From an optimization exercise on the open Yosys and OpenROAD flow, aimed at a short achievable clock period and few clock cycles per item; shortcuts taken in it are not production practice. In this exercise RTL edits were held to simulation tests only and were not proved equivalent to the original. Power and IR drop assume default switching activity.

[flow/design.v]
package rrdr_pkg;
    localparam int LINE_DEPTH = 6;
    localparam int OUT_DEPTH = 8;
    localparam logic [7:0] REG_OPCODE_FIRST  = 8'd0;
    localparam logic [7:0] REG_OPCODE_SECOND = 8'd1;
    localparam logic [7:0] REG_OPCODE_THIRD  = 8'd2;
    localparam logic [7:0] REG_TWO_BYTE_MODE = 8'd3;
    localparam logic [7:0] REG_LOAD_BASE     = 8'd4;
    localparam logic [7:0] REG_WINDOW_START  = 8'd5;
    localparam logic [7:0] REG_WINDOW_LENGTH = 8'd6;
    localparam logic [7:0] REG_DEST_START    = 8'd7;
    localparam logic [7:0]  RST_OPCODE_FIRST  = 8'h48;
    localparam logic [7:0]  RST_OPCODE_SECOND = 8'h8D;
    localparam logic [7:0]  RST_OPCODE_THIRD  = 8'h05;
    localparam logic        RST_TWO_BYTE_MODE = 1'b0;
    localparam logic [31:0] RST_LOAD_BASE     = 32'h0060_0000;
    localparam logic [31:0] RST_WINDOW_START  = 32'h0000_0000;
    localparam logic [26:0] RST_WINDOW_LENGTH = 27'd0;
    localparam logic [31:0] RST_DEST_START    = 32'h00E0_0000;
    localparam logic [2:0] NEED_TWO   = 3'd6;
    localparam logic [2:0] NEED_THREE = 3'd7;
endpackage
module rrdr_scan (
    input  logic       i_two_byte_mode,
    input  logic       i_full,           
    input  logic [2:0] i_h0_eq,          
    input  logic [1:0] i_h1_eq,          
    input  logic       i_h2_eq,          
    input  logic [2:0] i_skip,           
    input  logic [2:0] i_hist,           
    output logic       o_match,          
    output logic [3:0] o_tag,            
    output logic [2:0] o_skip,           
    output logic [2:0] o_hist            
);
    logic cand;
    always_comb begin
        if (i_two_byte_mode) begin
            cand = i_h1_eq[0] & i_h0_eq[1];
        end else begin
            cand = i_h2_eq & i_h1_eq[1] & i_h0_eq[2];
        end
        o_match = cand & i_full & (i_skip == 3'd0);
        if (i_skip != 3'd0) begin
            o_skip = i_skip - 3'd1;
        end else if (o_match) begin
            o_skip = i_two_byte_mode ? 3'd5 : 3'd6;
        end else begin
            o_skip = 3'd0;
        end
        o_tag  = {i_hist, o_match};
        o_hist = {i_hist[1:0], o_match};
    end
endmodule
module rip_relative_displacement_relocator_unit #(
    parameter int POSITION_BITS = 26
) (
    input  logic               i_clk,
    input  logic               i_rst_n,
    input  logic               i_in_valid,
    output logic               i_in_ready,
    input  logic [7:0]         i_in_byte,
    input  logic               i_in_last,
    output logic               o_out_valid,
    input  logic               o_out_ready,
    output logic [7:0]         o_out_byte,
    output logic               o_out_last,
    input  logic               i_cfg_valid,
    output logic               i_cfg_ready,
    input  logic [7:0]         i_cfg_index,
    input  logic [31:0]        i_cfg_value
);
    localparam int LD = rrdr_pkg::LINE_DEPTH;
    localparam int OD = rrdr_pkg::OUT_DEPTH;
    logic r_run;           
    always_ff @(posedge i_clk) begin
        r_run <= i_rst_n;
    end
    logic        r_cfg_valid;
    logic [7:0]  r_cfg_index;
    logic [31:0] r_cfg_value;
    logic [7:0]  r_opc_first;
    logic [7:0]  r_opc_second;
    logic [7:0]  r_opc_third;
    logic        r_two_byte;
    logic [31:0] r_load_base;
    logic [31:0] r_win_start;
    logic [26:0] r_win_len;
    logic [31:0] r_dest_start;
    logic [17:0] r_off_lo;
    logic [15:0] r_off_hi;
    logic [16:0] r_disp_lo;
    logic [15:0] r_disp_hi;
    logic [31:0] off_base;
    logic [31:0] disp_base;
    assign i_cfg_ready = 1'b1;
    always_ff @(posedge i_clk) begin
        r_cfg_valid <= i_cfg_valid;
        r_cfg_index <= i_cfg_index;
        r_cfg_value <= i_cfg_value;
    end
    always_ff @(posedge i_clk) begin
        if (!r_run) begin
            r_opc_first  <= rrdr_pkg::RST_OPCODE_FIRST;
            r_opc_second <= rrdr_pkg::RST_OPCODE_SECOND;
            r_opc_third  <= rrdr_pkg::RST_OPCODE_THIRD;
            r_two_byte   <= rrdr_pkg::RST_TWO_BYTE_MODE;
            r_load_base  <= rrdr_pkg::RST_LOAD_BASE;
            r_win_start  <= rrdr_pkg::RST_WINDOW_START;
            r_win_len    <= rrdr_pkg::RST_WINDOW_LENGTH;
            r_dest_start <= rrdr_pkg::RST_DEST_START;
        end else if (r_cfg_valid) begin
            case (r_cfg_index)
                rrdr_pkg::REG_OPCODE_FIRST:  r_opc_first  <= r_cfg_value[7:0];
                rrdr_pkg::REG_OPCODE_SECOND: r_opc_second <= r_cfg_value[7:0];
                rrdr_pkg::REG_OPCODE_THIRD:  r_opc_third  <= r_cfg_value[7:0];
                rrdr_pkg::REG_TWO_BYTE_MODE: r_two_byte   <= r_cfg_value[0];
                rrdr_pkg::REG_LOAD_BASE:     r_load_base  <= r_cfg_value;
                rrdr_pkg::REG_WINDOW_START:  r_win_start  <= r_cfg_value;
                rrdr_pkg::REG_WINDOW_LENGTH: r_win_len    <= r_cfg_value[26:0];
                rrdr_pkg::REG_DEST_START:    r_dest_start <= r_cfg_value;
                default: ;
            endcase
        end
    end
    always_ff @(posedge i_clk) begin
        if (!r_run) begin
            r_off_lo  <= {2'd0, rrdr_pkg::RST_LOAD_BASE[15:0]} +
                         {2'd0, ~rrdr_pkg::RST_WINDOW_START[15:0]} + 18'd5;
            r_off_hi  <= rrdr_pkg::RST_LOAD_BASE[31:16] + ~rrdr_pkg::RST_WINDOW_START[31:16] + 16'd1;
            r_disp_lo <= {1'b0, rrdr_pkg::RST_DEST_START[15:0]} +
                         {1'b0, ~rrdr_pkg::RST_WINDOW_START[15:0]} + 17'd1;
            r_disp_hi <= rrdr_pkg::RST_DEST_START[31:16] + ~rrdr_pkg::RST_WINDOW_START[31:16] + 16'd1;
        end else begin
            r_off_lo  <= {2'd0, r_load_base[15:0]} + {2'd0, ~r_win_start[15:0]} + 18'd5;
            r_off_hi  <= r_load_base[31:16] + ~r_win_start[31:16] + {14'd0, r_off_lo[17:16]};
            r_disp_lo <= {1'b0, r_dest_start[15:0]} + {1'b0, ~r_win_start[15:0]} + 17'd1;
            r_disp_hi <= r_dest_start[31:16] + ~r_win_start[31:16] + {15'd0, r_disp_lo[16]};
        end
    end
    assign off_base  = {r_off_hi, r_off_lo[15:0]};
    assign disp_base = {r_disp_hi, r_disp_lo[15:0]};
    logic       r_in_ready;
    logic       r_iv;
    logic [7:0] r_ib;
    logic       r_il;
    logic       in_go;
    logic [2:0] in_eq;
    assign i_in_ready = r_in_ready;
    assign in_go      = i_in_valid & r_in_ready;
    always_ff @(posedge i_clk) begin
        r_iv <= in_go;
        r_ib <= i_in_byte;
        r_il <= i_in_last;
    end
    assign in_eq = {r_ib == r_opc_third, r_ib == r_opc_second, r_ib == r_opc_first};
    logic [LD-1:0] r_lv;             
    logic [7:0]    r_lb  [LD];
    logic [LD-1:0] r_ll;             
    logic [2:0]    r_le  [LD];       
    logic [LD-1:0] n_lv;
    logic [7:0]    n_lb  [LD];
    logic [LD-1:0] n_ll;
    logic [2:0]    n_le  [LD];
    logic [2:0]               r_h0;
    logic [1:0]               r_h1;
    logic                     r_h2;
    logic [2:0]               r_skip;
    logic [2:0]               r_hist;
    logic [POSITION_BITS-1:0] r_pos;
    logic [3:0] r_credit;
    logic       r_credit_ok;
    logic       r_pop;
    logic       head_ready;
    logic       rel;
    logic       full4;
    logic       match;
    logic [3:0] tag;
    logic [2:0] scan_skip;
    logic [2:0] scan_hist;
    assign head_ready = r_lv[3] | (r_lv[0] & r_ll[0]) | (r_lv[1] & r_ll[1]) | (r_lv[2] & r_ll[2]);
    assign rel        = head_ready & r_credit_ok;
    assign full4      = r_lv[3] & ~r_ll[0] & ~r_ll[1] & ~r_ll[2];
    rrdr_scan u_scan (
        .i_two_byte_mode (r_two_byte),
        .i_full          (full4),
        .i_h0_eq         (r_h0),
        .i_h1_eq         (r_h1),
        .i_h2_eq         (r_h2),
        .i_skip          (r_skip),
        .i_hist          (r_hist),
        .o_match         (match),
        .o_tag           (tag),
        .o_skip          (scan_skip),
        .o_hist          (scan_hist)
    );
    always_comb begin
        for (int i = 0; i < LD; i++) begin
            n_lv[i] = r_lv[i];
            n_lb[i] = r_lb[i];
            n_ll[i] = r_ll[i];
            n_le[i] = r_le[i];
            if (rel) begin
                if (i + 1 < LD && r_lv[(i + 1) % LD]) begin
                    n_lv[i] = 1'b1;
                    n_lb[i] = r_lb[(i + 1) % LD];
                    n_ll[i] = r_ll[(i + 1) % LD];
                    n_le[i] = r_le[(i + 1) % LD];
                end else if (r_iv && r_lv[i]) begin
                    n_lv[i] = 1'b1;
                    n_lb[i] = r_ib;
                    n_ll[i] = r_il;
                    n_le[i] = in_eq;
                end else begin
                    n_lv[i] = 1'b0;
                end
            end else if (!r_lv[i] && r_iv && (i == 0 || r_lv[(i + LD - 1) % LD])) begin
                n_lv[i] = 1'b1;
                n_lb[i] = r_ib;
                n_ll[i] = r_il;
                n_le[i] = in_eq;
            end
        end
    end
    always_ff @(posedge i_clk) begin
        for (int i = 0; i < LD; i++) begin
            r_lb[i] <= n_lb[i];
            r_le[i] <= n_le[i];
        end
        r_ll <= n_ll;
        if (!r_run) begin
            r_lv <= '0;
        end else begin
            r_lv <= n_lv;
        end
    end
    always_ff @(posedge i_clk) begin
        if (!r_run) begin
            r_in_ready <= 1'b0;
        end else if (in_go) begin
            r_in_ready <= ~n_lv[LD-2];
        end else begin
            r_in_ready <= ~n_lv[LD-1];
        end
    end
    always_ff @(posedge i_clk) begin
        if (!r_run) begin
            r_h0   <= '0;
            r_h1   <= '0;
            r_h2   <= 1'b0;
            r_skip <= '0;
            r_hist <= '0;
            r_pos  <= '0;
        end else if (rel) begin
            if (r_ll[0]) begin
                r_h0   <= '0;
                r_h1   <= '0;
                r_h2   <= 1'b0;
                r_skip <= '0;
                r_hist <= '0;
                r_pos  <= '0;
            end else begin
                r_h0   <= r_le[0];
                r_h1   <= r_h0[1:0];
                r_h2   <= r_h1[0];
                r_skip <= scan_skip;
                r_hist <= scan_hist;
                r_pos  <= r_pos + 1'b1;
            end
        end
    end
    logic        r_c1_v;
    logic [31:0] r_c1_x, r_c1_y, r_c1_d;
    logic        r_c2_v;
    logic [16:0] r_c2_slo;
    logic [15:0] r_c2_xhi, r_c2_yhi;
    logic [16:0] r_c2_plo;
    logic [15:0] r_c2_dhi;
    logic        r_c3_v;
    logic [15:0] r_c3_shi;
    logic        r_c3_lt_lo;
    logic [31:0] r_c3_patch;
    logic        r_hit;
    logic [31:0] r_patch;
    logic [31:0] disp_now;
    logic [31:0] pos_ext;
    assign disp_now = {r_lb[3], r_lb[2], r_lb[1], r_lb[0]};
    assign pos_ext  = {{(32 - POSITION_BITS){1'b0}}, r_pos};
    always_ff @(posedge i_clk) begin
        r_c1_x <= off_base ^ pos_ext ^ disp_now;
        r_c1_y <= {(off_base[30:0] & pos_ext[30:0]) | (off_base[30:0] & disp_now[30:0]) |
                   (pos_ext[30:0] & disp_now[30:0]), 1'b0};
        r_c1_d <= disp_now;
        r_c2_slo <= {1'b0, r_c1_x[15:0]} + {1'b0, r_c1_y[15:0]};
        r_c2_xhi <= r_c1_x[31:16];
        r_c2_yhi <= r_c1_y[31:16];
        r_c2_plo <= {1'b0, r_c1_d[15:0]} + {1'b0, disp_base[15:0]};
        r_c2_dhi <= r_c1_d[31:16];
        r_c3_shi   <= r_c2_xhi + r_c2_yhi + {15'd0, r_c2_slo[16]};
        r_c3_lt_lo <= r_c2_slo[15:0] < r_win_len[15:0];
        r_c3_patch <= {r_c2_dhi + disp_base[31:16] + {15'd0, r_c2_plo[16]}, r_c2_plo[15:0]};
        if (r_c3_v) begin
            r_hit   <= (r_c3_shi[15:11] == 5'd0) &&
                       ((r_c3_shi[10:0] < r_win_len[26:16]) ||
                        ((r_c3_shi[10:0] == r_win_len[26:16]) && r_c3_lt_lo));
            r_patch <= r_c3_patch;
        end
    end
    always_ff @(posedge i_clk) begin
        if (!r_run) begin
            r_c1_v <= 1'b0;
            r_c2_v <= 1'b0;
            r_c3_v <= 1'b0;
        end else begin
            r_c1_v <= rel & match;
            r_c2_v <= r_c1_v;
            r_c3_v <= r_c2_v;
        end
    end
    logic [3:0] r_dv;
    logic [7:0] r_db [4];
    logic [3:0] r_dl;
    logic [3:0] r_dt [4];
    always_ff @(posedge i_clk) begin
        r_db[0] <= r_lb[0];
        r_dl[0] <= r_ll[0];
        r_dt[0] <= tag;
        for (int i = 1; i < 4; i++) begin
            r_db[i] <= r_db[i-1];
            r_dl[i] <= r_dl[i-1];
            r_dt[i] <= r_dt[i-1];
        end
        if (!r_run) begin
            r_dv <= '0;
        end else begin
            r_dv <= {r_dv[2:0], rel};
        end
    end
    logic [7:0] fix_byte;
    always_comb begin
        fix_byte = r_db[3];
        if (r_hit) begin
            if (r_dt[3][0]) fix_byte = r_patch[7:0];
            if (r_dt[3][1]) fix_byte = r_patch[15:8];
            if (r_dt[3][2]) fix_byte = r_patch[23:16];
            if (r_dt[3][3]) fix_byte = r_patch[31:24];
        end
    end
    logic [7:0] r_fb [OD];
    logic       r_fl [OD];
    logic [3:0] r_wp, r_rp;
    logic       fifo_ne;
    logic       pop;
    logic [7:0] head_byte;
    logic       head_last;
    logic       r_out_valid;
    logic [7:0] r_out_byte;
    logic       r_out_last;
    assign fifo_ne   = (r_wp != r_rp);
    assign head_byte = r_fb[r_rp[2:0]];
    assign head_last = r_fl[r_rp[2:0]];
    assign pop       = fifo_ne & (o_out_ready | ~r_out_valid);
    always_ff @(posedge i_clk) begin
        if (r_dv[3]) begin
            r_fb[r_wp[2:0]] <= fix_byte;
            r_fl[r_wp[2:0]] <= r_dl[3];
        end
        if (!r_run) begin
            r_wp <= '0;
            r_rp <= '0;
            r_pop <= 1'b0;
        end else begin
            r_wp <= r_wp + {3'd0, r_dv[3]};
            r_rp <= r_rp + {3'd0, pop};
            r_pop <= pop;
        end
    end
    logic [3:0] credit_next;
    assign credit_next = r_credit - {3'd0, rel} + {3'd0, r_pop};
    always_ff @(posedge i_clk) begin
        if (!r_run) begin
            r_credit    <= 4'(OD);
            r_credit_ok <= 1'b1;
        end else begin
            r_credit    <= credit_next;
            r_credit_ok <= (credit_next != 4'd0);
        end
    end
    always_ff @(posedge i_clk) begin
        if (!i_rst_n || !r_run) begin
            r_out_valid <= 1'b0;
        end else if (o_out_ready) begin
            r_out_valid <= fifo_ne;
        end else begin
            r_out_valid <= r_out_valid | fifo_ne;
        end
        if (o_out_ready || !r_out_valid) begin
            r_out_byte <= head_byte;
            r_out_last <= head_last;
        end
    end
    assign o_out_valid = r_out_valid;
    assign o_out_byte  = r_out_byte;
    assign o_out_last  = r_out_last;
endmodule
[flow/run.sh]
#!/bin/bash
# synth_recipe.tcl (not shown) runs the flow's synth.tcl, then flattens the netlist and writes it again
# the make line also repeats each setting of config.mk as NAME=value (left out here)
make -C /OpenROAD-flow-scripts/flow DESIGN_CONFIG=/design/flow/config.mk WORK_HOME=/design/flow/orfs CLKGATE_MAP_FILE= SYNTH_SCRIPT=/design/flow/synth_recipe.tcl finish
[flow/config.mk]
export PLATFORM = sky130hd
export DESIGN_NAME = rip_relative_displacement_relocator_unit
export DESIGN_NICKNAME = rip_relative_displacement_relocator_unit
export VERILOG_FILES = /design/flow/design.v
export SDC_FILE = /design/flow/constraint.sdc
export NUM_CORES = 4
export LEC_CHECK = 0
export CAP_MARGIN = 20
export CORE_MARGIN = 2
export CORE_UTILIZATION = 40
export SLEW_MARGIN = 20
[flow/constraint.sdc]
create_clock -name core_clock -period 6.3 [get_ports {i_clk}]
set_input_delay 1.2600 -clock core_clock [delete_from_list [all_inputs] [get_ports {i_clk}]]
set_output_delay 1.2600 -clock core_clock [all_outputs]
set_load 0.01 [all_outputs]
==> impl_results.md, run 1 <==
* Status: complete, no violations
* Clock power share at 44.3%
* Leading cell type in the layout, fill and taps excluded: dfxtp_1
* Gate power share at 5.1%
* Area of the multi-input gates at 0.0125 mm2
* Die height at 283 um
* EDFF count, synth at 186
* TritonCTS clock tree: yes
* DRC viols at 0
* Power Dens Cells at 304 mW/mm2
* Ys async rst share at 0%
* Tcrit/Tclk final at 62.5%
* Cts hold-fix bufs at 0
* VDD IR max at 0.194 mV
* Final setup viols at 0
* CTS root buffer: clkbuf_16
* Clk sinks at 790
* Initial Util at 40.2%
* Sequential Power Share at 50.6%
* Global-route wire length before repair at 109000 um
* Startpoint types: flip-flop
* GRT Total Usage at 17.6%
* Top Ports at 66
* Ant. Diodes at 0
* TritonCTS Buffers at 81
* Total gr overflow at 0
* Detailed Route WL at 68700 um
* Internal power at 8.40 mW
* Dpl cells at 3746
* Routed WL per cell at 17.6 um
* Clock transition at the registers of the reported paths at 0.06 ns
* Fmax at 254 MHz
* CP Class: flip-flop to flip-flop
* Reg2Reg Setup Slack at 2.36 ns
* Fin cells at 3895
* P_sw at 2.34 mW
* FF+latch count, synth at 790
* Drt via density at 4.99
* Ys flop type: dfxtp_1
* Worst hold slack at 0.316 ns
* Relative slew slack at 28.1%
* Final Slew Violations at 0
* Most frequent cells in the layout: 603 x dfxtp_1, 351 x nand2_1, 226 x a21oi_1
* Share of cells above drive strength 1 at 10.0%
* Die X at 283 um
* Syn_nets at 3004
* ANT nets after route at 0
* CTS H-tree lvls at 3
* Clock buffer depth at 3
* Sequential fraction of the synthesis area at 56.9%
* Synth Instances at 2721
* Routability-driven placement congestion ratio at 0.810
* Synth unique cells at 92
* Synth Area per Inst at 11.4 um2
* IO Port Bufs at 64
* Number of global-route vias before repair at 19700
* Fin. Hold Viols at 0
* Synth Warn # at 8
* Largest net degree at the start of global routing at 168
* Clock skew at 0.0295 ns
* Die Area at 0.0799 mm2
* Register area at 0.0177 mm2
* Initial antenna violation count at 0
* Iter 0 DRT Violations at 1081
* Crit path DAT at 4.40 ns
* Row count at 102
* CP Max Fanout at 33
* Post-layout nets at 3072
* Actual slew at the worst max-slew pin at 1.08 ns
* Leakage at 13.6 nW
* Post-Syn Area at 0.0311 mm2
* Max FFs per register at 64
* Hold WC Path Type: flip-flop to flip-flop
* Critical path data required time at 6.76 ns
* Final Worst Setup Slack at 2.36 ns
* Post-cts sizing count at 0
* Vias at 19500
* Max Cap Viol at 0
* Setup bufs post-CTS at 0
* RSZ-0062 raised after global routing: false
* Switching share of power at 21.8%
* Clock Latency Late Sink at 0.62 ns
* Area Overhead vs Synth at 14.0%
* Final period demand of the worst path at 3.94 ns
* Pre-CTS WS at 2.44 ns
* Core ar. at 0.0772 mm2
* Setup TNS at 0 ns
* Detailed placement HPWL at 49200 um
* Worst setup EP type: flip-flop
* Filler instances at 7028
* DRT Pass-1 Iters at 5
## cell type report
| class | count | area share (%) |
|---|---|---|
| multi-input combinational | 1723 | 35.4 |
| clock buffer | 119 | 6.62 |
| inverter | 113 | 1.21 |
| sequential | 790 | 49.9 |
| tap | 1040 | 3.68 |
| clock inverter | 30 | 0.933 |
| timing repair buffer | 80 | 2.18 |
## per-layer routing
layer  track usage [%]  vias to the layer above  share of wire (%)
met2              30.2                      360                 49
met5                 0                        -                  0
met3              2.53                      114                3.7
met4              6.35                        0                2.8
met1              22.4                     9374                 44
li1                  -                     9603                  -
## kinds of logic after synthesis
group                      after synthesis  share of synthesized area [%]
muxes                                  132                           5.29
adders and majority gates              229                           10.2
DFF                                    790                           56.9
AOI/OAI and AO/OA                      474                           9.55
buffers and inverters                  208                           2.80
other                                    1                         0.0121
and+or+nand+nor                        739                           11.1
xor gates and xnor gates               148                           4.17
## power by group through the flow
stage	Combinational, mW	Clock, mW	Sequential, mW
2_1_floorplan	0.386	0	5.49
6_report	0.548	4.76	5.44
3_3_place_gp	0.538	0	5.55
4_1_cts	0.559	4.88	5.44
5_1_grt	0.614	5.09	5.45
3_5_place_dp	0.554	0	5.55
## worst max-delay path: stages, from the launching register on
cell	delay (ns)
edfxtp_1	0.58
a22o_4	0.35
o21ai_4	0.72
inv_2	0.42
ha_1	0.41
inv_1	0.04
ha_1	0.20
fa_1	0.39
xor2_1	0.18
or4_1	0.49
## path summary, 6_finish.rpt
path	startpoint	end	cells past startpoint
setup / recovery	r_ll[0]$_DFFE_PP_	r_credit_ok$_SDFF_PN1_	9
hold / removal	r_db[2][0]$_DFF_P_	r_db[3][0]$_DFF_P_	0
setup reg to reg	r_ll[0]$_DFFE_PP_	r_credit_ok$_SDFF_PN1_	9
hold reg to reg	r_db[2][0]$_DFF_P_	r_db[3][0]$_DFF_P_	0
## stage by stage
| stage | util (%) | instance area [um2] | total power, mW |
|---|---|---|---|
| floorplan | - | 31100 | 5.88 |
| detailed placement | 42.4 | 32700 | 6.10 |
| global route | 45.8 | 35400 | 11.2 |
| finish | 45.8 | 35400 | 10.7 |
| CTS | 45.8 | 35400 | 10.9 |
| global placement | 42.4 | 32700 | 6.08 |
## synthesized netlist by cell type, types with 6 or more instances
cell | count | share of area (%)
buf_2 | 19 | 0.31
nor3_1 | 24 | 0.39
nand2b_1 | 22 | 0.44
nand3b_1 | 16 | 0.39
nor2b_1 | 20 | 0.40
ha_1 | 189 | 7.6
o31ai_1 | 6 | 0.15
nand3_1 | 39 | 0.63
o211ai_1 | 6 | 0.15
o21ai_0 | 62 | 1.0
o21a_1 | 23 | 0.56
o21ai_1 | 6 | 0.097
a21oi_1 | 226 | 3.6
a21o_1 | 42 | 1.0
and3_1 | 13 | 0.26
mux2_2 | 77 | 2.8
xnor2_1 | 89 | 2.5
a211oi_1 | 13 | 0.31
edfxtp_1 | 186 | 18
or3_1 | 9 | 0.18
fa_1 | 40 | 2.6
xor2_1 | 59 | 1.7
mux2i_1 | 37 | 1.2
clkbuf_1 | 58 | 0.70
inv_1 | 111 | 1.3
nor2_1 | 157 | 1.9
buf_4 | 11 | 0.27
o21bai_1 | 8 | 0.19
mux4_2 | 18 | 1.3
dfxtp_1 | 604 | 39
nand4_1 | 22 | 0.44
a31oi_1 | 18 | 0.36
nand2_1 | 351 | 4.2
and2_1 | 22 | 0.44
Testbench counts, summed over its fixed seeds: cycles 35,001, bytes 34,913.
==> run 2: changes to the inputs <==
--- a/flow/config.mk
+++ b/flow/config.mk
@@ -7,2 +7,3 @@
 export LEC_CHECK = 0
+export ABC_CLOCK_PERIOD_IN_PS = 2000
 export CAP_MARGIN = 20
@@ -10,2 +11,3 @@
 export CORE_UTILIZATION = 40
+export SETUP_SLACK_MARGIN = 4.5
 export SLEW_MARGIN = 20
==> impl_results.md, run 2 <==
* Status: complete, no violations (unchanged)
* Routability-driven placement congestion ratio at 0.858 (was 0.810)
* Leakage at 16.3 nW (was 13.6 nW)
* Leading cell type in the layout, fill and taps excluded: dfxtp_1 (unchanged)
* TritonCTS Buffers at 82 (was 81)
* Total gr overflow at 0 (unchanged)
* Syn_nets at 3004 (unchanged)
* Max stage delay on crit path at 0.56 ns (was 0.72 ns)
* Post-synth top area share at 38.9% (unchanged)
* Fmax at 349 MHz (was 254 MHz)
* Reg2Reg Setup Slack at 3.43 ns (was 2.36 ns)
* Drt via density at 5.16 (was 4.99)
* Power Dens Cells at 267 mW/mm2 (was 304 mW/mm2)
* Hold WC Path Type: flip-flop to flip-flop (unchanged)
* Post-Syn Area at 0.0311 mm2 (unchanged)
* Synth Warn # at 8 (unchanged)
* Actual slew at the worst max-slew pin at 0.923 ns (was 1.08 ns)
* Initial Util at 40.2% (unchanged)
* Die height at 283 um (unchanged)
* R2r worst-path depth at 12 (was 9)
* Routed WL per cell at 20.6 um (was 17.6 um)
* Detailed placement HPWL at 50900 um (was 49200 um)
* Number of global-route vias before repair at 21200 (was 19700)
* FF+latch count, synth at 790 (unchanged)
* Clock Latency Late Sink at 0.64 ns (was 0.62 ns)
* Ys flop type: dfxtp_1 (unchanged)
* Row count at 102 (unchanged)
* Worst setup EP type: flip-flop (unchanged)
* Hold Crit Depth at 0 (unchanged)
* Area Overhead vs Synth at 34.4% (was 14.0%)
* Max Cap Viol at 0 (unchanged)
* Clk sinks at 790 (unchanged)
* Synth Instances at 2721 (unchanged)
* TritonCTS clock tree: yes (unchanged)
* Clock buffer depth at 3 (unchanged)
* CTS H-tree lvls at 3 (unchanged)
* Setup TNS at 0 ns (unchanged)
* IO Port Bufs at 64 (unchanged)
* Relative slew slack at 38.3% (was 28.1%)
* EDFF count, synth at 186 (unchanged)
* Crit path DAT at 3.36 ns (was 4.40 ns)
* Core ar. at 0.0772 mm2 (unchanged)
* Ys async rst share at 0% (unchanged)
* Initial antenna violation count at 7 (was 0)
* CTS root buffer: clkbuf_16 (unchanged)
* GRT Total Usage at 19.2% (was 17.6%)
* Most frequent cells in the layout: 530 x dfxtp_1, 244 x nand2_1, 186 x edfxtp_1 (was 603 x dfxtp_1, 351 x nand2_1, 226 x a21oi_1)
* Post-layout nets at 3282 (was 3072)
* Vias at 21200 (was 19500)
* Sink of the worst hold path: r_c2_yhi[6]$_DFF_P_ (was r_db[3][0]$_DFF_P_)
* Final Power at 11.1 mW (was 10.7 mW)
* Share of cells above drive strength 1 at 35.9% (was 10.0%)
* Synth Area per Inst at 11.4 um2 (unchanged)
* DRT Pass-1 Iters at 5 (unchanged)
* Sequential fraction of the synthesis area at 56.9% (unchanged)
* Hold Crit Start: r_c1_y[22]$_DFF_P_ (was r_db[2][0]$_DFF_P_)
* Post-synth top area cell: dfxtp_1 (unchanged)
* Iter 0 DRT Violations at 1387 (was 1081)
* Largest net degree at the start of global routing at 104 (was 168)
* RR Startpoint: r_win_start[17]$_SDFFE_PN0P_ (was r_ll[0]$_DFFE_PP_)
* Startpoint types: flip-flop (unchanged)
* Final setup viols at 0 (unchanged)
* Tcrit/Tclk final at 45.5% (was 62.5%)
* End of the worst register-to-register path: r_off_hi[15]$_SDFF_PN0_ (was r_credit_ok$_SDFF_PN1_)
* CP Class: flip-flop to flip-flop (unchanged)
* Most common library cells after synthesis: 604 x dfxtp_1, 351 x nand2_1, 226 x a21oi_1, 189 x ha_1, 186 x edfxtp_1 (unchanged)
* Global-route wire length before repair at 119000 um (was 109000 um)
* Most common cell in the netlist: dfxtp_1 (unchanged)
* ANT nets after route at 0 (unchanged)
* CP cell instances: inv_2 > fa_2 > ha_4 > inv_2 > fa_2 > nor2b_2 > o31a_1 > o221a_1 > o21ai_2 > a21oi_2 > mux2i_1 > o311ai_1 (was a22o_4 > o21ai_4 > inv_2 > ha_1 > inv_1 > ha_1 > fa_1 > xor2_1 > or4_1)
* Fin. Hold Viols at 0 (unchanged)
* Top Ports at 66 (unchanged)
* Clock transition at the registers of the reported paths at 0.06 ns (about the same)
* Max FFs per register at 64 (unchanged)
* RSZ-0062 raised after global routing: true (was false)
* Final period demand of the worst path at 2.87 ns (was 3.94 ns)
* Die X at 283 um (unchanged)
* Max stage delay cell, worst path: fa_2 (was o21ai_4)
* Clock skew at 0.0346 ns (was 0.0295 ns)
* VDD IR max at 0.180 mV (was 0.194 mV)
* Synth unique cells at 92 (unchanged)
* DRC viols at 0 (unchanged)
* Main area contributors after synthesis: dfxtp_1 39%, edfxtp_1 18%, ha_1 7.6%, nand2_1 4.2%, a21oi_1 3.6% (unchanged)
* Critical path data required time at 6.79 ns (was 6.76 ns)
* CP Max Fanout at 3 (was 33)
* Final Slew Violations at 0 (unchanged)
* Die Area at 0.0799 mm2 (unchanged)
* Detailed Route WL at 84700 um (was 68700 um)
-- run 2: cell counts after synthesis --
No cell type changed its count.
-- run 2: per-stage QoR --
step | util [%] | area [um2] | setup WS, ns | hold WS [ns] | instances
after global placement | 43.3 | 33400 | 2.63 | 0.310 | 3741
final | 54.1 | 41700 | 3.43 | 0.318 | 4107
after global routing | 54.1 | 41700 | 3.35 | 0.329 | 4105
after floorplan | - | 31800 | 3.52 | 0.310 | 2721
after detailed placement | 43.3 | 33400 | 2.44 | 0.312 | 3741
after CTS | 50.2 | 38700 | 3.56 | 0.315 | 4018
-- run 2: worst max-delay path by stage --
| stage | slack, ns | to | startpoint | cells after the start |
|---|---|---|---|---|
| floorplan | 3.52 | r_credit_ok$_SDFF_PN1_ | r_ll[0]$_DFFE_PP_ | 13 |
| global placement | 2.63 | r_credit_ok$_SDFF_PN1_ | r_ll[0]$_DFFE_PP_ | 11 |
| detailed placement | 2.44 | r_credit_ok$_SDFF_PN1_ | r_ll[0]$_DFFE_PP_ | 11 |
| CTS | 3.56 | r_off_hi[15]$_SDFF_PN0_ | r_win_start[17]$_SDFFE_PN0P_ | 12 |
| global route | 3.35 | r_off_hi[13]$_SDFF_PN0_ | r_win_start[17]$_SDFFE_PN0P_ | 12 |
| finish | 3.43 | r_off_hi[15]$_SDFF_PN0_ | r_win_start[17]$_SDFFE_PN0P_ | 12 |
-- run 2: area by class of cell --
cell class	instances	area, um2
clock buffers	122	2490
fillers	6231	35500
repair inverters	1	11.3
flip-flops and latches	790	17800
well taps	1040	1300
repair buffers	277	3110
diodes	2	5.00
clock inverters	28	258
multi-input cells	1734	16300
inverters	113	455
-- run 2: critical path, delay by kind of cell (launching register included) --
family | cells | cell delay (ns)
AO/OA/AOI/OAI | 5 | 0.86
adder cells (fa/ha/maj) | 3 | 1.07
AND/OR/NAND/NOR | 1 | 0.16
buffers and inverters | 2 | 0.09
flip-flops | 1 | 0.35
multiplexers | 1 | 0.20
-- run 2: kinds of logic (layout without fill, tap and decap cells) --
logic type	after synthesis	in the layout	share of synthesized area [%]
AOI/OAI and AO/OA	474	476	9.55
xor gates and xnor gates	148	148	4.17
adders and majority gates	229	229	10.2
buffers and inverters	208	541	2.80
DFF	790	790	56.9
muxes	132	132	5.29
other	1	3	0.0121
and+or+nand+nor	739	748	11.1
-- run 2: repair_timing --
action,in CTS,in global routing
gates resized for setup,383,529
setup endpoints to repair,543,499
pin swaps,175,284
buffers inserted,114,71
cloned,13,16
hold buffers,0,0
-- run 2: power breakdown --
group	internal [mW]	switching [mW]	total (mW)
sequential	5.33	0.136	5.46
combinational	0.427	0.388	0.815
clock	2.84	2.01	4.85
-- run 2: routing by layer --
layer | vias up | part of all wire [%] | track usage, %
li1 | 10000 | - | -
met3 | 198 | 5.3 | 2.81
met4 | 2 | 4.9 | 8.36
met5 | - | 0.015 | 0
met1 | 10400 | 42 | 24.8
met2 | 594 | 48 | 32.1
==> run 3: changes to the inputs <==
--- a/flow/config.mk
+++ b/flow/config.mk
@@ -11,3 +11,3 @@
 export CORE_UTILIZATION = 40
-export SETUP_SLACK_MARGIN = 4.5
+export SETUP_SLACK_MARGIN = 4.0
 export SLEW_MARGIN = 20
==> impl_results.md, run 3 <==
* Status: complete, no violations (unchanged)
* Initial antenna violation count at 0 (was 7)
* Ant. Diodes at 0 (was 2)
* Most frequent cells in the layout: 589 x dfxtp_1, 343 x nand2_1, 207 x a21oi_1 (was 530 x dfxtp_1, 244 x nand2_1, 186 x edfxtp_1)
* Die X at 283 um (unchanged)
* Iter 0 DRT Violations at 1306 (was 1387)
* Global-route wire length before repair at 110000 um (was 119000 um)
* Final period demand of the worst path at 2.76 ns (was 2.87 ns)
* Max stage delay on crit path at 0.45 ns (was 0.56 ns)
* Worst Path Buf+Inv at 2 (unchanged)
* Final setup viols at 0 (unchanged)
* Tcrit/Tclk final at 43.9% (was 45.5%)
* Sequential fraction of the synthesis area at 56.9% (unchanged)
* Ys async rst share at 0% (unchanged)
* DP Area at 0.0328 mm2 (was 0.0334 mm2)
* Drt via density at 5.01 (was 5.16)
* Largest net degree at the start of global routing at 74 (was 104)
* Total gr overflow at 0 (unchanged)
* Clock buffer depth at 3 (unchanged)
* Die height at 283 um (unchanged)
* Filler instances at 6897 (was 6231)
* Max FFs per register at 64 (unchanged)
* Core ar. at 0.0772 mm2 (unchanged)
* CP Class: flip-flop to flip-flop (unchanged)
* Post-Synth Simple-Gate Area at 11.1% (unchanged)
* Clock transition at the registers of the reported paths at 0.06 ns (about the same)
* Die Area at 0.0799 mm2 (unchanged)
* Final Worst Setup Slack at 3.54 ns (was 3.43 ns)
* Post-layout nets at 3120 (was 3282)
* Number of global-route vias before repair at 20000 (was 21200)
* EDFF count, synth at 186 (unchanged)
* Fin. Hold Viols at 0 (unchanged)
* Syn_nets at 3004 (unchanged)
* TritonCTS clock tree: yes (unchanged)
* Top Ports at 66 (unchanged)
* DRC viols at 0 (unchanged)
* Relative slew slack at 32.4% (was 38.3%)
* CP cell instances: inv_2 > fa_2 > ha_4 > a211oi_4 > nor2_2 > or4_4 > a311oi_4 > buf_4 > o21ai_2 > xnor2_1 > nor2_1 (was inv_2 > fa_2 > ha_4 > inv_2 > fa_2 > nor2b_2 > o31a_1 > o221a_1 > o21ai_2 > a21oi_2 > mux2i_1 > o311ai_1)
* DRT Pass-1 Iters at 5 (unchanged)
* Final Slew Violations at 0 (unchanged)
* FF+latch count, synth at 790 (unchanged)
* Worst hold slack at 0.321 ns (was 0.318 ns)
* Cts hold-fix bufs at 0 (unchanged)
* Detailed Route WL at 71100 um (was 84700 um)
* Power Dens Cells at 303 mW/mm2 (was 267 mW/mm2)
* RSZ-0062 raised after global routing: true (unchanged)
* Synth Warn # at 8 (unchanged)
* TritonCTS Buffers at 82 (unchanged)
* Main combinational cell family by area after synthesis: simple AND/OR/NAND/NOR gates (unchanged)
* Delay-heaviest family, CP: compound AO/OA/AOI/OAI gates (was adder cells)
* Leading cell type in the layout, fill and taps excluded: dfxtp_1 (unchanged)
* Synth Area in XOR/XNOR at 4.17% (unchanged)
* Most common library cells after synthesis: 604 x dfxtp_1, 351 x nand2_1, 226 x a21oi_1, 189 x ha_1, 186 x edfxtp_1 (unchanged)
* Crit path DAT at 3.25 ns (was 3.36 ns)
* Share of cells above drive strength 1 at 17.6% (was 35.9%)
* Routability-driven placement congestion ratio at 0.829 (was 0.858)
* Synth Instances at 2721 (unchanged)
* Worst setup EP type: flip-flop (unchanged)
* Area Overhead vs Synth at 19.1% (was 34.4%)
* Post-synthesis mux area share at 5.29% (unchanged)
* Synth Area in Adders at 10.2% (unchanged)
* IO Port Bufs at 64 (unchanged)
* Fmax at 362 MHz (was 349 MHz)
* Setup TNS at 0 ns (unchanged)
* Post-Syn Area at 0.0311 mm2 (unchanged)
* Synth Area per Inst at 11.4 um2 (unchanged)
* Max stage delay cell, worst path: fa_2 (unchanged)
* Clk sinks at 790 (unchanged)
* Main area contributors after synthesis: dfxtp_1 39%, edfxtp_1 18%, ha_1 7.6%, nand2_1 4.2%, a21oi_1 3.6% (unchanged)
* Clock Latency Late Sink at 0.63 ns (was 0.64 ns)
* CTS root buffer: clkbuf_16 (unchanged)
* Pre-CTS WS at 2.54 ns (was 2.44 ns)
* CTS H-tree lvls at 3 (unchanged)
* Max Cap Viol at 0 (unchanged)
* Routed WL per cell at 18.0 um (was 20.6 um)
* Startpoint types: flip-flop (unchanged)
* Actual slew at the worst max-slew pin at 1.01 ns (was 0.923 ns)
* ANT nets after route at 0 (unchanged)
* Most common cell in the netlist: dfxtp_1 (unchanged)
* Leakage at 14.2 nW (was 16.3 nW)
* Critical path data required time at 6.79 ns (about the same)
* Post-synth top area cell: dfxtp_1 (unchanged)
* Hold WC Path Type: flip-flop to flip-flop (unchanged)
* Synth unique cells at 92 (unchanged)
* Ys flop type: dfxtp_1 (unchanged)
* GRT Total Usage at 17.8% (was 19.2%)
* CP Max Fanout at 3 (unchanged)
* Clock skew at 0.0244 ns (was 0.0346 ns)
* Row count at 102 (unchanged)
* Vias at 19800 (was 21200)
* Post-synth top area share at 38.9% (unchanged)
* VDD IR max at 0.204 mV (was 0.180 mV)
* Initial Util at 40.2% (unchanged)
* Synth Area in Compound Gates at 9.55% (unchanged)
* Post-route cell area at 0.0370 mm2 (was 0.0417 mm2)
* Detailed placement HPWL at 48700 um (was 50900 um)
[run 3: cell counts after synthesis]
No cell type changed its count.
[run 3: worst register-to-register path, cell delays in order, from the launching register on]
cell	delay, ns
dfxtp_2	0.32
inv_2	0.06
fa_2	0.45
ha_4	0.19
a211oi_4	0.20
nor2_2	0.08
or4_4	0.45
a311oi_4	0.39
buf_4	0.19
o21ai_2	0.06
xnor2_1	0.17
nor2_1	0.06
[run 3: what timing repair did]
action,CTS,global route
setup buffers,21,26
pin swaps,40,81
resized for setup,137,98
cloned,3,1
endpoints found under the setup margin,299,130
[run 3: stage by stage]
step / util, % / std cells / power (mW)
finish: 47.9 / 3944 / 11.2
global route: 47.9 / 3944 / 11.6
floorplan: - / 2721 / 5.90
detailed placement: 42.5 / 3742 / 6.11
CTS: 47.1 / 3917 / 11.3
global placement: 42.5 / 3742 / 6.09
[run 3: final cells by class]
cell class	count	area [um2]	share of cell area, %
clock inverters	43	549	1.49
repair inverters	1	6.26	0.0169
repair buffers	123	1120	3.03
multi-input cells	1726	13500	36.4
flip-flops and latches	790	17700	47.9
inverters	113	439	1.19
clock buffers	108	2400	6.50
well taps	1040	1300	3.52
[run 3: worst paths after layout]
check	start	end	slack, ns	cells after the start
worst min register to register	r_c1_y[31]$_DFF_P_	r_c2_yhi[15]$_DFF_P_	0.32	0
worst max-delay path	r_win_start[17]$_SDFFE_PN0P_	r_off_hi[14]$_SDFF_PN0_	3.54	11
worst max register to register	r_win_start[17]$_SDFFE_PN0P_	r_off_hi[14]$_SDFF_PN0_	3.54	11
worst min-delay path	r_c1_y[31]$_DFF_P_	r_c2_yhi[15]$_DFF_P_	0.32	0
[run 3: power by group]
part / total [mW] / switching [mW] / internal (mW)
Clock: 5.17 / 2.02 / 3.15
Sequential: 5.43 / 0.104 / 5.33
Combinational: 0.599 / 0.304 / 0.295
Total: 11.2 / 2.43 / 8.78
[run 3: cell families (layout without fill, tap and decap cells)]
family / count (synthesis) / count (layout)
DFF: 790 / 790
other: 1 / 1
xor gates and xnor gates: 148 / 148
and+or+nand+nor: 739 / 741
buffers and inverters: 208 / 388
AOI/OAI and AO/OA: 474 / 475
adders and majority gates: 229 / 229
muxes: 132 / 132
[run 3: routing by layer]
| metal | vias up | global-route usage (%) | part of all wire (%) |
|---|---|---|---|
| met3 | 129 | 2.80 | 3.9 |
| met5 | - | 0 | 0 |
| met2 | 396 | 30.5 | 49 |
| met1 | 9544 | 22.3 | 44 |
| met4 | 0 | 7.18 | 3.3 |
| li1 | 9681 | - | - |

==> port drivers added, routing unchanged <==
How much do the figures lean on ideal ports? The routed layouts below were timed once more, with nothing changed but the port constraints.
Step 1: set_driving_cell puts a clkbuf_16 on i_clk and a buf_2 on each other input, an assumption about the parent block.
Step 2 adds t to the input delays and takes it off the output delays; t is the mean of the earliest and latest rising clock arrival at the registers after step 1. Input paths then give back, and output paths get back, about the clock's delay inside the block.
Slacks: ideal / step 1 / step 2; pairs: ideal / step 1.
run	t, ns	setup slack, ns	slew at the worst register clock pin (ns)	pins driven straight from the clock port
run 1	0.673	2.363 / 2.363 / 2.363	0.06 / 0.06	1
run 2	0.683	3.433 / 3.433 / 3.433	0.07 / 0.07	1
run 3	0.684	3.537 / 3.537 / 3.439	0.06 / 0.06	1
After both steps setup and hold are still met in every run listed. The setup slack of run 3, which loses most, moves by 0.000 ns with the drivers and by -0.098 ns with both steps.
